This design comes from an exercise in tuning for small area and few clock cycles per item on the open sky130 flow, not from production work.
Function was checked by simulation only, so behaviour that the tests miss may differ from the original.

==> module ransac_inlier_scorer, before the edit <==
module ransac_inlier_scorer (
    input  logic         clock,
    input  logic         reset_n,
    input  logic         start_valid,
    output logic         start_ready,
    input  logic [127:0] plane,
    input  logic [31:0]  threshold,
    input  logic [31:0]  point_count,
    input  logic         point_valid,
    output logic         point_ready,
    input  logic [95:0]  point,
    output logic         done_valid,
    input  logic         done_ready,
    output logic [31:0]  inlier_count,
    output logic         busy
);
    logic [31:0] a_r, b_r, c_r, d_r, thr_r;
    logic [31:0] rem_r;         
    logic        first_r;       
    logic        up_r;          
    logic        active_r;      
    logic        zero_r;        
    logic        done_r;        
    logic        s1_valid_r;    
    logic [16:0] lo_r;          
    logic [15:0] hi0_r, hi1_r;  
    logic        s1_last_r, s1_first_r;
    logic [31:0] count_r;       
    logic        start_fire, point_fire, last_pt, zero_go, hit, inc, restart;
    logic [31:0] row0_s, row1_s, s;
    logic [32:0] t;
    assign start_ready = up_r & ~active_r & ~done_r & ~zero_r;
    assign point_ready = active_r & (~done_r | done_ready);
    assign done_valid  = done_r;
    assign inlier_count = count_r;
    assign busy        = ~start_ready | s1_valid_r;
    assign start_fire = start_valid & start_ready;
    assign point_fire = point_valid & point_ready;
    assign last_pt    = (rem_r == 32'd1);
    assign zero_go    = zero_r & ~done_r & ~s1_valid_r;
    fast_point_distance_to_plane u_distance (
        .a    (a_r),
        .b    (b_r),
        .c    (c_r),
        .d    (d_r),
        .x    (point[95:64]),
        .y    (point[63:32]),
        .z    (point[31:0]),
        .row0 (row0_s),
        .row1 (row1_s)
    );
    assign s   = {hi0_r + hi1_r + {15'd0, lo_r[16]}, lo_r[15:0]};
    assign t   = {thr_r[31], thr_r} + ({s[31], s} ^ {33{~s[31]}}) + {32'd0, ~s[31]};
    assign hit = ~t[32] | (s == 32'h8000_0000);
    assign inc = s1_valid_r & hit;
    assign restart = (s1_valid_r & s1_first_r) | zero_go;
    always_ff @(posedge clock) begin
        if (start_fire) begin
            a_r   <= plane[127:96];
            b_r   <= plane[95:64];
            c_r   <= plane[63:32];
            d_r   <= plane[31:0];
            thr_r <= threshold;
        end
        rem_r   <= start_fire ? point_count : rem_r - {31'd0, point_fire};
        first_r <= start_fire | (first_r & ~point_fire);
        lo_r       <= {1'b0, row0_s[15:0]} + {1'b0, row1_s[15:0]};
        hi0_r      <= row0_s[31:16];
        hi1_r      <= row1_s[31:16];
        s1_last_r  <= last_pt;
        s1_first_r <= first_r;
        count_r    <= (restart ? 32'd0 : count_r) + {31'd0, inc};
    end
    always_ff @(posedge clock or negedge reset_n) begin
        if (!reset_n) begin
            up_r       <= 1'b0;
            active_r   <= 1'b0;
            zero_r     <= 1'b0;
            done_r     <= 1'b0;
            s1_valid_r <= 1'b0;
        end else begin
            up_r       <= 1'b1;
            s1_valid_r <= point_fire;
            if (start_fire) begin
                active_r <= (point_count != 32'd0);
                zero_r   <= (point_count == 32'd0);
            end else begin
                if (point_fire && last_pt) active_r <= 1'b0;
                if (zero_go) zero_r <= 1'b0;
            end
            if ((s1_valid_r && s1_last_r) || zero_go) done_r <= 1'b1;
            else if (done_ready) done_r <= 1'b0;
        end
    end
endmodule
Settings: LEC_CHECK=0, ABC_AREA=1, CAP_MARGIN=20, CORE_MARGIN=2, CORE_UTILIZATION=55, SLEW_MARGIN=20; clock period 10.0 ns.
standard.sh (not shown) runs the stock make flow with config.mk's settings and CLKGATE_MAP_FILE= SYNTH_SCRIPT=/design/flow/synth_recipe.tcl, a recipe that flattens the netlist after the stock synthesis.
==> flow/flow/run.sh <==
#!/bin/bash
set -o pipefail
export BUFFER_PORTS_ARGS="-buffer_cell sky130_fd_sc_hd__buf_1"
bash standard.sh 2>&1 | tee standard.log
The first run went through all stages and came out clean.
Testbench counts at the start, summed over its fixed seeds: cycles 24,725, points 24,517.
==> next run, changes <==
--- a/flow/design.v
+++ b/flow/design.v
@@ -4314,12 +4314,11 @@
     logic        up_r;          
     logic        active_r;      
     logic        zero_r;        
     logic        done_r;        
     logic        s1_valid_r;    
-    logic [16:0] lo_r;          
-    logic [15:0] hi0_r, hi1_r;  
+    logic [31:0] row0_r, row1_r;
     logic        s1_last_r, s1_first_r;
     logic [31:0] count_r;       
     logic        start_fire, point_fire, last_pt, zero_go, hit, inc, restart;
     logic [31:0] row0_s, row1_s, s;
     logic [32:0] t;
@@ -4341,11 +4340,11 @@
         .y    (point[63:32]),
         .z    (point[31:0]),
         .row0 (row0_s),
         .row1 (row1_s)
     );
-    assign s   = {hi0_r + hi1_r + {15'd0, lo_r[16]}, lo_r[15:0]};
+    assign s   = row0_r + row1_r;
     assign t   = {thr_r[31], thr_r} + ({s[31], s} ^ {33{~s[31]}}) + {32'd0, ~s[31]};
     assign hit = ~t[32] | (s == 32'h8000_0000);
     assign inc = s1_valid_r & hit;
     assign restart = (s1_valid_r & s1_first_r) | zero_go;
     always_ff @(posedge clock) begin
@@ -4356,13 +4355,12 @@
             d_r   <= plane[31:0];
             thr_r <= threshold;
         end
         rem_r   <= start_fire ? point_count : rem_r - {31'd0, point_fire};
         first_r <= start_fire | (first_r & ~point_fire);
-        lo_r       <= {1'b0, row0_s[15:0]} + {1'b0, row1_s[15:0]};
-        hi0_r      <= row0_s[31:16];
-        hi1_r      <= row1_s[31:16];
+        row0_r     <= row0_s;
+        row1_r     <= row1_s;
         s1_last_r  <= last_pt;
         s1_first_r <= first_r;
         count_r    <= (restart ? 32'd0 : count_r) + {31'd0, inc};
     end
     always_ff @(posedge clock or negedge reset_n) begin
What happened:
- non-clock buffer count goes down by 94
- worst setup slack improves by 600 ps
- die area grows slightly
- utilization decreases by 0.95 points
Testbench counts after the change, summed over its fixed seeds: cycles 24,725, points 24,517.

## static timing again, ports no longer ideal
No port has a modelled driver above. Below, the same layouts with a new extraction and two added sets of constraints.
Step 1, drivers: a clkbuf_16 drives clock and a buf_2 each remaining input, both assumed.
Step 2 also shifts input and output timing later by t, the mid clock arrival at the registers, as if the neighbouring blocks saw the same clock.
Slacks: ideal / step 1 / step 2; pairs: ideal / step 1.
| run | t (ns) | setup slack, ns | clock arrival spread, ns | worst slew at a driven data input, ns |
|---|---|---|---|---|
| the first run | 0.691 | 1.248 / 1.305 / 0.615 | 0.019 / 0.019 | 0.12 |
| the second run | 0.702 | 1.850 / 1.890 / 1.211 | 0.043 / 0.042 | 0.07 |
After both steps every run listed still meets setup and hold. For the second run, which loses most, drivers alone change the setup slack by +0.040 ns; drivers and shift together by -0.639 ns.
